Background: an optimization exercise with open tools, aiming at a short achievable clock period and few clock cycles per item. Do not read the settings as production practice. Where RTL was checked, it was by simulation tests only, not by an equivalence proof against the original. The clock input has no modelled driver; a real chip could not lean on it and would need a root buffer or a full tree. Power figures rest on the tool's default switching activity, not on a simulated workload.

==> inputs of run a <==
// pu_sequencer
module pu_sequencer #(
   parameter int WIDTH = 32,
   parameter int LEN   = 8,
   parameter int ROWS  = 4
) (
   input  logic                             clk,
   input  logic                             rst,
   input  logic                             wr_en,
   input  logic                             wr_sel,
   input  logic [$clog2(ROWS*LEN)-1:0]      wr_addr,
   input  logic [WIDTH-1:0]                 wr_data,
   input  logic                             start,
   output logic                             busy,
   output logic                             done,
   output logic                             pu_en,
   output logic [WIDTH-1:0]                 pu_x1, pu_x2, pu_x3, pu_x4,
   output logic [WIDTH-1:0]                 pu_w1, pu_w2, pu_w3, pu_w4,
   input  logic [WIDTH-1:0]                 pu_data,
   output logic                             out_valid,
   output logic [((ROWS > 1) ? $clog2(ROWS) : 1)-1:0] out_row,
   output logic [WIDTH-1:0]                 out_data
);
Settings: LEC_CHECK=0, CAP_MARGIN=20, CORE_MARGIN=2, CORE_UTILIZATION=50, SETUP_SLACK_MARGIN=3.2, SLEW_MARGIN=20, TNS_END_PERCENT=100; clock period 5.0 ns.
run.sh (not shown) runs the stock make flow with config.mk's settings and CLKGATE_MAP_FILE= SYNTH_SCRIPT=/design/flow/synth_recipe.tcl, a recipe that flattens the netlist after the stock synthesis.
==> run b: changes against run a <==
Settings changed: CORE_UTILIZATION 50 to 40, SETUP_SLACK_MARGIN 3.2 to default, TNS_END_PERCENT 100 to default.
==> notes <==
Run a completed with no timing, DRC or antenna violations. Run b completed without violations.
Of run b and run a, run a has the higher non-clock buffer count (gap 381).
In run a the cell count is lower than in run b, by 0.67%.
Of run b and run a, run b has the higher clock skew (gap 1.7 ps).
In sequential power, run a and run b hardly differ.
Against run b, the hold slack of run a is better by 19 ps.
Of run a and run b, run a has the higher wire length (gap 28%, measured against run b).
In synthesized cell count, run a and run b do not differ.
In run a the setup slack is higher than in run b, by 600 ps.
Synthesized area is the same in run a and run b.
Testbench counts of run a, summed over its fixed seeds: cycles 10,328, items 1,200.
Testbench counts of run b, summed over its fixed seeds: cycles 10,328, items 1,200.

* * *

==> 05-20 <==
==> flow/design.v <==
module pu_sequencer #(
   parameter int WIDTH = 32,
   parameter int LEN   = 8,
   parameter int ROWS  = 4
) (
   input  logic                             clk,
   input  logic                             rst,
   input  logic                             wr_en,
   input  logic                             wr_sel,
   input  logic [$clog2(ROWS*LEN)-1:0]      wr_addr,
   input  logic [WIDTH-1:0]                 wr_data,
   input  logic                             start,
   output logic                             busy,
   output logic                             done,
   output logic                             pu_en,
   output logic [WIDTH-1:0]                 pu_x1, pu_x2, pu_x3, pu_x4,
   output logic [WIDTH-1:0]                 pu_w1, pu_w2, pu_w3, pu_w4,
   input  logic [WIDTH-1:0]                 pu_data,
   output logic                             out_valid,
   output logic [((ROWS > 1) ? $clog2(ROWS) : 1)-1:0] out_row,
   output logic [WIDTH-1:0]                 out_data
);
   localparam int AW  = $clog2(ROWS * LEN);
   localparam int NOP = ROWS * LEN / 4;       
   localparam int KW  = $clog2(NOP);          
   logic             wq_v    [1:NOP];
   logic             wq_sel  [1:NOP];
   logic [AW-1:0]    wq_addr [1:NOP];
   logic [WIDTH-1:0] wq_data [1:NOP];
   always_ff @(posedge clk) begin
      if (rst) begin
         for (int s = 1; s <= NOP; s++) wq_v[s] <= 1'b0;
      end else begin
         wq_v[1] <= wr_en && !busy;
         wq_v[2] <= wq_v[1];
         for (int s = 3; s <= NOP; s++) wq_v[s] <= wq_v[s-1] && wq_sel[s-1];
      end
   end
   always_ff @(posedge clk) begin
      wq_sel[1]  <= wr_sel;
      wq_addr[1] <= wr_addr;
      wq_data[1] <= wr_data;
      for (int s = 2; s <= NOP; s++) begin
         wq_sel[s]  <= wq_sel[s-1];
         wq_addr[s] <= wq_addr[s-1];
         wq_data[s] <= wq_data[s-1];
      end
   end
   logic [WIDTH-1:0] x_buf [LEN];
   logic [WIDTH-1:0] w_buf [ROWS*LEN];
   always_ff @(posedge clk) begin
      for (int k = 0; k < LEN; k++)
         if (wq_v[2] && !wq_sel[2] && wq_addr[2] == AW'(k)) x_buf[k] <= wq_data[2];
      for (int k = 0; k < ROWS * LEN; k++)
         if (wq_v[1 + k/4] && wq_sel[1 + k/4] && wq_addr[1 + k/4] == AW'(k))
            w_buf[k] <= wq_data[1 + k/4];
   end
   logic          s1, req, load;
   logic [KW-1:0] cnt;
   logic          s1_nx, req_nx, load_nx, busy_nx;
   logic [KW-1:0] cnt_nx;
   always_comb begin
      s1_nx   = start && !busy;
      req_nx  = s1 || (req && !load);
      cnt_nx  = (load || cnt != '0) ? cnt + 1'b1 : '0;
      load_nx = req_nx && cnt_nx == '0;
      busy_nx = (req_nx && s1_nx && cnt_nx == '0) ||
                ((req_nx || s1_nx) && cnt_nx != '0 && cnt_nx != KW'(NOP - 1));
   end
   always_ff @(posedge clk) begin
      if (rst) begin
         s1   <= 1'b0;
         req  <= 1'b0;
         cnt  <= '0;
         load <= 1'b0;
         busy <= 1'b0;
      end else begin
         s1   <= s1_nx;
         req  <= req_nx;
         cnt  <= cnt_nx;
         load <= load_nx;
         busy <= busy_nx;
      end
   end
   logic [NOP-1:0]   slot_oh;                 
   logic [WIDTH-1:0] w_rd   [4];
   logic [WIDTH-1:0] w_rd_nx [4];
   logic [WIDTH-1:0] x_hold [4];
   logic             rd_v, ld2;
   logic [KW-1:0]    rd_k, op_k;
   always_ff @(posedge clk) begin
      if (rst) slot_oh <= NOP'(1);
      else if (load || cnt != '0) slot_oh <= {slot_oh[NOP-2:0], slot_oh[NOP-1]};
      else slot_oh <= NOP'(1);
   end
   always_comb begin
      for (int j = 0; j < 4; j++) begin
         w_rd_nx[j] = '0;
         for (int s = 0; s < NOP; s++)
            w_rd_nx[j] = w_rd_nx[j] | ({WIDTH{slot_oh[s]}} & w_buf[4 * s + j]);
      end
   end
   always_ff @(posedge clk) begin
      for (int j = 0; j < 4; j++) w_rd[j] <= w_rd_nx[j];
      rd_k  <= cnt;
      op_k  <= rd_k;
      pu_w1 <= w_rd[0];
      pu_w2 <= w_rd[1];
      pu_w3 <= w_rd[2];
      pu_w4 <= w_rd[3];
      if (ld2) begin
         pu_x1 <= x_buf[0];
         pu_x2 <= x_buf[1];
         pu_x3 <= x_buf[2];
         pu_x4 <= x_buf[3];
         for (int j = 0; j < 4; j++) x_hold[j] <= x_buf[4 + j];
      end else begin
         pu_x1 <= x_hold[0];
         pu_x2 <= x_hold[1];
         pu_x3 <= x_hold[2];
         pu_x4 <= x_hold[3];
         x_hold[0] <= pu_x1;
         x_hold[1] <= pu_x2;
         x_hold[2] <= pu_x3;
         x_hold[3] <= pu_x4;
      end
   end
   always_ff @(posedge clk) begin
      if (rst) begin
         rd_v  <= 1'b0;
         ld2   <= 1'b0;
         pu_en <= 1'b0;
      end else begin
         rd_v  <= load || cnt != '0;
         ld2   <= load;
         pu_en <= rd_v;
      end
   end
   localparam int HW = WIDTH / 2;
   localparam int HL = $clog2(HW);
   logic             p_v, q_v, a_v, last_v;
   logic [KW-1:0]    p_k, q_k, a_k;
   logic [WIDTH-1:0] pd_q, pd_prev;
   logic [HW:0]      sum_lo, sum_lo_nx;
   logic [HW-1:0]    sum_h0, sum_h1, sum_h0_nx, sum_h1_nx;
   logic [HW-1:0] ka [3];
   logic [HW-1:0] kb [3];
   logic [HW-1:0] kg [3][HL+1];
   logic [HW-1:0] kp [3][HL+1];
   logic [HW-1:0] kp0 [3];
   logic [HW:0]   ks [3];
   always_comb begin
      ka[0] = pd_q[HW-1:0];       kb[0] = pd_prev[HW-1:0];
      ka[1] = pd_q[WIDTH-1:HW];   kb[1] = pd_prev[WIDTH-1:HW];
      ka[2] = pd_q[WIDTH-1:HW];   kb[2] = pd_prev[WIDTH-1:HW];
      for (int a = 0; a < 3; a++) begin
         kp0[a]   = ka[a] ^ kb[a];
         kg[a][0] = ka[a] & kb[a];
         kp[a][0] = kp0[a];
         if (a == 2) kg[a][0][0] = ka[a][0] | kb[a][0];
         for (int l = 0; l < HL; l++)
            for (int i = 0; i < HW; i++)
               if (i >= (1 << l)) begin
                  kg[a][l+1][i] = kg[a][l][i] | (kp[a][l][i] & kg[a][l][i - (1 << l)]);
                  kp[a][l+1][i] = kp[a][l][i] & kp[a][l][i - (1 << l)];
               end else begin
                  kg[a][l+1][i] = kg[a][l][i];
                  kp[a][l+1][i] = kp[a][l][i];
               end
         ks[a][0] = (a == 2) ? ~kp0[a][0] : kp0[a][0];
         for (int i = 1; i < HW; i++) ks[a][i] = kp0[a][i] ^ kg[a][HL][i-1];
         ks[a][HW] = kg[a][HL][HW-1];
      end
      sum_lo_nx = ks[0];
      sum_h0_nx = ks[1][HW-1:0];
      sum_h1_nx = ks[2][HW-1:0];
   end
   always_ff @(posedge clk) begin
      pd_q     <= pu_data;
      pd_prev  <= pd_q;
      p_k      <= op_k;
      q_k      <= p_k;
      a_k      <= q_k;
      sum_lo   <= sum_lo_nx;
      sum_h0   <= sum_h0_nx;
      sum_h1   <= sum_h1_nx;
      out_data <= {sum_lo[HW] ? sum_h1 : sum_h0, sum_lo[HW-1:0]};
      out_row  <= a_k[KW-1:1];
   end
   always_ff @(posedge clk) begin
      if (rst) begin
         p_v       <= 1'b0;
         q_v       <= 1'b0;
         a_v       <= 1'b0;
         out_valid <= 1'b0;
         last_v    <= 1'b0;
         done      <= 1'b0;
      end else begin
         p_v       <= pu_en;
         q_v       <= p_v;
         a_v       <= q_v;
         out_valid <= a_v && a_k[0];
         last_v    <= a_v && a_k == KW'(NOP - 1);
         done      <= last_v;
      end
   end
endmodule
==> flow/flow/run.sh <==
#!/bin/bash
# Standard ORFS layout, with one change to the clock tree after CTS: the
# buffers that TritonCTS puts above its leaf buffers are replaced by four
# root buffers driven by the clock port directly (flow/clktree.tcl). Every
# other step is the standard flow (standard.sh). Each tool's output
# goes to a log of its own in this folder.
set -euo pipefail
here=$(pwd)
bash standard.sh cts > std_cts.log 2>&1
RES=$here/orfs/results/$FLOW_PLATFORM/pu_sequencer/base \
   openroad -no_init -exit flow/clktree.tcl > clktree.log 2>&1
bash standard.sh finish > std_finish.log 2>&1
==> flow/flow/clktree.tcl <==
set res $::env(RES)
set nroot 4
set leafmax 24
if {[info exists ::env(NROOT)]} { set nroot $::env(NROOT) }
if {[info exists ::env(LEAF)]} { set leafmax $::env(LEAF) }
read_db $res/4_cts.odb
set db [ord::get_db]
set block [ord::get_db_block]
set clk_net [[$block findBTerm clk] getNet]

proc out_net {inst} {
   foreach it [$inst getITerms] { if {[$it isOutputSignal]} { return [$it getNet] } }
   return "NULL"
}
proc is_clkbuf {inst} { return [string match "sky130_fd_sc_hd__clkbuf_*" [[$inst getMaster] getName]] }

# walk the clock tree from the port: collect its buffers and its sinks
set frontier [list $clk_net]
set bufs {}
set sinks {}
set dummies {}
while {[llength $frontier]} {
   set net [lindex $frontier 0]
   set frontier [lrange $frontier 1 end]
   foreach it [$net getITerms] {
      if {![$it isInputSignal]} continue
      set inst [$it getInst]
      if {[is_clkbuf $inst]} {
         lappend bufs $inst
         set on [out_net $inst]
         if {$on ne "NULL"} { lappend frontier $on }
      } elseif {[out_net $inst] eq "NULL" && ![$inst isBlock] && [llength [[$inst getMaster] getName]] &&
                ![string match "*df*" [[$inst getMaster] getName]]} {
         # a dummy load that CTS added for balancing
         lappend dummies $inst
      } else {
         lappend sinks $it
      }
   }
}
set n [llength $sinks]
puts "old clock tree: [llength $bufs] buffers, [llength $dummies] dummy loads, $n sinks"

# sink positions (pin centres)
set px {}; set py {}
foreach it $sinks {
   set b [[$it getInst] getBBox]
   lappend px [expr {([$b xMin] + [$b xMax]) / 2.0}]
   lappend py [expr {([$b yMin] + [$b yMax]) / 2.0}]
}

# recursive bisection into k groups; returns a list of index lists
proc bisect {idx k} {
   global px py
   if {$k <= 1} { return [list $idx] }
   set xs {}; set ys {}
   foreach i $idx { lappend xs [lindex $px $i]; lappend ys [lindex $py $i] }
   set w [expr {[tcl::mathfunc::max {*}$xs] - [tcl::mathfunc::min {*}$xs]}]
   set h [expr {[tcl::mathfunc::max {*}$ys] - [tcl::mathfunc::min {*}$ys]}]
   set pl {}
   foreach i $idx {
      lappend pl [list $i [expr {$w >= $h ? [lindex $px $i] : [lindex $py $i]}]]
   }
   set pl [lsort -real -index 1 $pl]
   set k1 [expr {$k / 2}]
   set n1 [expr {int(round(double([llength $idx]) * $k1 / $k))}]
   set a {}; set b {}
   set j 0
   foreach e $pl { if {$j < $n1} { lappend a [lindex $e 0] } else { lappend b [lindex $e 0] }; incr j }
   return [concat [bisect $a $k1] [bisect $b [expr {$k - $k1}]]]
}

set all {}
for {set i 0} {$i < $n} {incr i} { lappend all $i }
set regions [bisect $all $nroot]
set nleaf [expr {($n + $leafmax - 1) / $leafmax}]
if {$nleaf < $nroot} { set nleaf $nroot }
# remove the old tree
foreach inst $bufs {
   set on [out_net $inst]
   odb::dbInst_destroy $inst
   if {$on ne "NULL"} { odb::dbNet_destroy $on }
}
foreach inst $dummies { odb::dbInst_destroy $inst }
foreach it $sinks { $it disconnect }

set master [$db findMaster sky130_fd_sc_hd__clkbuf_16]
proc centroid {idx} {
   global px py
   set sx 0.0; set sy 0.0
   foreach i $idx { set sx [expr {$sx + [lindex $px $i]}]; set sy [expr {$sy + [lindex $py $i]}] }
   return [list [expr {int($sx / [llength $idx])}] [expr {int($sy / [llength $idx])}]]
}
proc add_buf {name loc in_net} {
   global block master
   set inst [odb::dbInst_create $block $master $name]
   set net [odb::dbNet_create $block "${name}_net"]
   $net setSigType CLOCK
   [$inst findITerm A] connect $in_net
   [$inst findITerm X] connect $net
   $inst setLocation {*}$loc
   $inst setPlacementStatus PLACED
   return $net
}
set li 0
set r 0
foreach reg $regions {
   set k [expr {int(round(double($nleaf) * [llength $reg] / $n))}]
   if {$k < 1} { set k 1 }
   set groups [bisect $reg $k]
   # root at the centroid of its leaf buffers
   set cs {}
   foreach g $groups { lappend cs [centroid $g] }
   set sx 0; set sy 0
   foreach c $cs { incr sx [lindex $c 0]; incr sy [lindex $c 1] }
   set rnet [add_buf "clkroot_$r" [list [expr {$sx / [llength $cs]}] [expr {$sy / [llength $cs]}]] $clk_net]
   set sizes {}
   foreach g $groups c $cs {
      set lnet [add_buf "clkleaf_$li" $c $rnet]
      foreach i $g { [lindex $sinks $i] connect $lnet }
      lappend sizes [llength $g]
      incr li
   }
   puts "root $r: [llength $groups] leaf buffers, flip-flops per leaf: $sizes"
   incr r
}
puts "new clock tree: $r root buffers, $li leaf buffers; clock port drives [llength [$clk_net getITerms]] cell pins"
detailed_placement
check_placement
write_db $res/4_cts.odb
==> flow/standard.sh <==
#!/bin/bash
# synth_recipe.tcl (not shown) runs the flow's synth.tcl, then flattens the netlist and writes it again
# the make line also repeats each setting of config.mk as NAME=value (left out here)
make -C /OpenROAD-flow-scripts/flow DESIGN_CONFIG=/design/flow/config.mk WORK_HOME=/design/flow/orfs CLKGATE_MAP_FILE= SYNTH_SCRIPT=/design/flow/synth_recipe.tcl "${@:-finish}"
==> flow/config.mk <==
export PLATFORM = sky130hd
export DESIGN_NAME = pu_sequencer
export DESIGN_NICKNAME = pu_sequencer
export VERILOG_FILES = /design/flow/design.v
export SDC_FILE = /design/flow/constraint.sdc
export NUM_CORES = 4
export LEC_CHECK = 0
export CAP_MARGIN = 20
export CORE_MARGIN = 2
export CORE_UTILIZATION = 55
export CTS_CLUSTER_DIAMETER = 80
export CTS_CLUSTER_SIZE = 30
export SETUP_SLACK_MARGIN = 3.2
export SLEW_MARGIN = 20
export TNS_END_PERCENT = 100
==> flow/constraint.sdc <==
create_clock -name core_clock -period 5.0 [get_ports {clk}]
set_input_delay 1.0000 -clock core_clock [delete_from_list [all_inputs] [get_ports {clk}]]
set_output_delay 1.0000 -clock core_clock [all_outputs]
set_load 0.01 [all_outputs]
==> 09-14: changes against 05-20 <==
--- a/flow/design.v
+++ b/flow/design.v
@@ -32,8 +32,7 @@
          for (int s = 1; s <= NOP; s++) wq_v[s] <= 1'b0;
       end else begin
          wq_v[1] <= wr_en && !busy;
-         wq_v[2] <= wq_v[1];
-         for (int s = 3; s <= NOP; s++) wq_v[s] <= wq_v[s-1] && wq_sel[s-1];
+         for (int s = 2; s <= NOP; s++) wq_v[s] <= wq_v[s-1] && wq_sel[s-1];
       end
    end
    always_ff @(posedge clk) begin
@@ -50,7 +49,7 @@
    logic [WIDTH-1:0] w_buf [ROWS*LEN];
    always_ff @(posedge clk) begin
       for (int k = 0; k < LEN; k++)
-         if (wq_v[2] && !wq_sel[2] && wq_addr[2] == AW'(k)) x_buf[k] <= wq_data[2];
+         if (wq_v[1] && !wq_sel[1] && wq_addr[1] == AW'(k)) x_buf[k] <= wq_data[1];
       for (int k = 0; k < ROWS * LEN; k++)
          if (wq_v[1 + k/4] && wq_sel[1 + k/4] && wq_addr[1 + k/4] == AW'(k))
             w_buf[k] <= wq_data[1 + k/4];
@@ -83,11 +82,9 @@
       end
    end
    logic [NOP-1:0]   slot_oh;                 
-   logic [WIDTH-1:0] w_rd   [4];
    logic [WIDTH-1:0] w_rd_nx [4];
-   logic [WIDTH-1:0] x_hold [4];
-   logic             rd_v, ld2;
-   logic [KW-1:0]    rd_k, op_k;
+   logic [WIDTH-1:0] x_hold  [4];
+   logic [KW-1:0]    op_k;
    always_ff @(posedge clk) begin
       if (rst) slot_oh <= NOP'(1);
       else if (load || cnt != '0) slot_oh <= {slot_oh[NOP-2:0], slot_oh[NOP-1]};
@@ -101,14 +98,12 @@
       end
    end
    always_ff @(posedge clk) begin
-      for (int j = 0; j < 4; j++) w_rd[j] <= w_rd_nx[j];
-      rd_k  <= cnt;
-      op_k  <= rd_k;
-      pu_w1 <= w_rd[0];
-      pu_w2 <= w_rd[1];
-      pu_w3 <= w_rd[2];
-      pu_w4 <= w_rd[3];
-      if (ld2) begin
+      op_k  <= cnt;
+      pu_w1 <= w_rd_nx[0];
+      pu_w2 <= w_rd_nx[1];
+      pu_w3 <= w_rd_nx[2];
+      pu_w4 <= w_rd_nx[3];
+      if (load) begin
          pu_x1 <= x_buf[0];
          pu_x2 <= x_buf[1];
          pu_x3 <= x_buf[2];
@@ -126,15 +121,8 @@
       end
    end
    always_ff @(posedge clk) begin
-      if (rst) begin
-         rd_v  <= 1'b0;
-         ld2   <= 1'b0;
-         pu_en <= 1'b0;
-      end else begin
-         rd_v  <= load || cnt != '0;
-         ld2   <= load;
-         pu_en <= rd_v;
-      end
+      if (rst) pu_en <= 1'b0;
+      else     pu_en <= load || cnt != '0;
    end
    localparam int HW = WIDTH / 2;
    localparam int HL = $clog2(HW);
--- a/flow/flow/clktree.tcl
+++ b/flow/flow/clktree.tcl
@@ -1,6 +1,6 @@
 set res $::env(RES)
 set nroot 4
-set leafmax 24
+set leafmax 22
 if {[info exists ::env(NROOT)]} { set nroot $::env(NROOT) }
 if {[info exists ::env(LEAF)]} { set leafmax $::env(LEAF) }
 read_db $res/4_cts.odb
@@ -18,7 +18,6 @@
 set frontier [list $clk_net]
 set bufs {}
 set sinks {}
-set dummies {}
 while {[llength $frontier]} {
    set net [lindex $frontier 0]
    set frontier [lrange $frontier 1 end]
@@ -29,17 +28,13 @@
          lappend bufs $inst
          set on [out_net $inst]
          if {$on ne "NULL"} { lappend frontier $on }
-      } elseif {[out_net $inst] eq "NULL" && ![$inst isBlock] && [llength [[$inst getMaster] getName]] &&
-                ![string match "*df*" [[$inst getMaster] getName]]} {
-         # a dummy load that CTS added for balancing
-         lappend dummies $inst
       } else {
          lappend sinks $it
       }
    }
 }
 set n [llength $sinks]
-puts "old clock tree: [llength $bufs] buffers, [llength $dummies] dummy loads, $n sinks"
+puts "old clock tree: [llength $bufs] buffers, $n sinks"
 
 # sink positions (pin centres)
 set px {}; set py {}
@@ -70,18 +65,19 @@
    return [concat [bisect $a $k1] [bisect $b [expr {$k - $k1}]]]
 }
 
+set nleaf [expr {($n + $leafmax - 1) / $leafmax}]
+if {$nleaf < $nroot} { set nleaf $nroot }
+# split into root regions first, then each region into its leaf groups
 set all {}
 for {set i 0} {$i < $n} {incr i} { lappend all $i }
 set regions [bisect $all $nroot]
-set nleaf [expr {($n + $leafmax - 1) / $leafmax}]
-if {$nleaf < $nroot} { set nleaf $nroot }
+
 # remove the old tree
 foreach inst $bufs {
    set on [out_net $inst]
    odb::dbInst_destroy $inst
    if {$on ne "NULL"} { odb::dbNet_destroy $on }
 }
-foreach inst $dummies { odb::dbInst_destroy $inst }
 foreach it $sinks { $it disconnect }
 
 set master [$db findMaster sky130_fd_sc_hd__clkbuf_16]
==> flow_summary.ini <==
[logic_synthesis]
synth.area.top_cells = edfxtp_1, dfxtp_1, a22oi_1
ys_warn_count = 15
yosysTopAreaCellShare = 0.575

[clocking]
cts.clk_slew.worst_paths_ns = 0.11

[worst_setup_path]
r2r_slack_ns = 2.98

[detailed_routing]
routed.top_layer = met4

[die]
dieHeight_um = 353

[power_and_ir_drop]
power_frac_clock = 0.270

[finish]
stdcell_area_um2 = 79300
multi_input_area_share = 0.139

[run_status]
status = complete, no violations
the above is filed under 09-14

==> flow_summary.ini <==
[detailed_routing]
m1WireLength_mm = 75.2
ant_nets = 0
routed.top_layer = met5

[logic_synthesis]
ys_seq_area_frac = 0.845
yosysTopAreaCellShare = 0.553
synth.area.top_cells = edfxtp_1, dfxtp_1, a22oi_1
syn_avg_cell_area_um2 = 18.6
ys_warn_count = 16

[worst_setup_path]
required_ns = 4.00

[die]
core_um2 = 125000
dieHeight_um = 359
die_w_um = 359

[run_status]
status = complete, no violations

[finish]
multi_input_area_share = 0.136
stdcell_area_um2 = 81600

[power_and_ir_drop]
pwr-share-seq = 0.611
power_frac_clock = 0.226
pwr-share-comb = 0.163

[clocking]
cts.clk_slew.worst_paths_ns = 0.09

[sta]
rsz0062_at_grt = yes
the above is filed under 05-20

Testbench counts of 05-20, summed over its fixed seeds: cycles 10,344, items 1,200.
No functional check of the RTL was part of 09-14. In every run of this note, the design's own scripts or RTL, not TritonCTS, make the clock network.

-- afterwards: timing with drivers on the ports --
In the flow no input, the clock included, has a driving cell. The finished layouts below were timed again as built, in two steps.
Step 1 (the two cells are an assumption about what drives the block):
set clk [get_ports {clk}]
set_driving_cell -lib_cell sky130_fd_sc_hd__clkbuf_16 $clk
set_driving_cell -lib_cell sky130_fd_sc_hd__buf_2 [delete_from_list [all_inputs] $clk]
Step 2 also shifts input and output timing later by t, the mid clock arrival at the registers, as if the neighbouring blocks saw the same clock.
Slacks: ideal ports / drivers / drivers and shift; pairs: ideal ports / drivers.
| run | t, ns | setup WS [ns] | worst setup path after step 2 | latest minus earliest clock arrival (ns) | cell pins on the clock port's net |
|---|---|---|---|---|---|
| run a | 0.923 | 2.503 / 2.496 / 2.503 | register to register | 0.057 / 0.057 | 1 |
| run b | 0.920 | 1.903 / 1.903 / 1.903 | register to register | 0.061 / 0.061 | 1 |
| 05-20 | 0.752 | 2.920 / 2.754 / 2.760 | input to register | 0.019 / 0.019 | 4 |
| 09-14 | 0.757 | 2.864 / 2.702 / 2.751 | input to register | 0.048 / 0.048 | 4 |
After both steps setup and hold are still met in every run listed. For 05-20, which loses most, drivers alone change the setup slack by -0.166 ns; drivers and shift together by -0.160 ns.
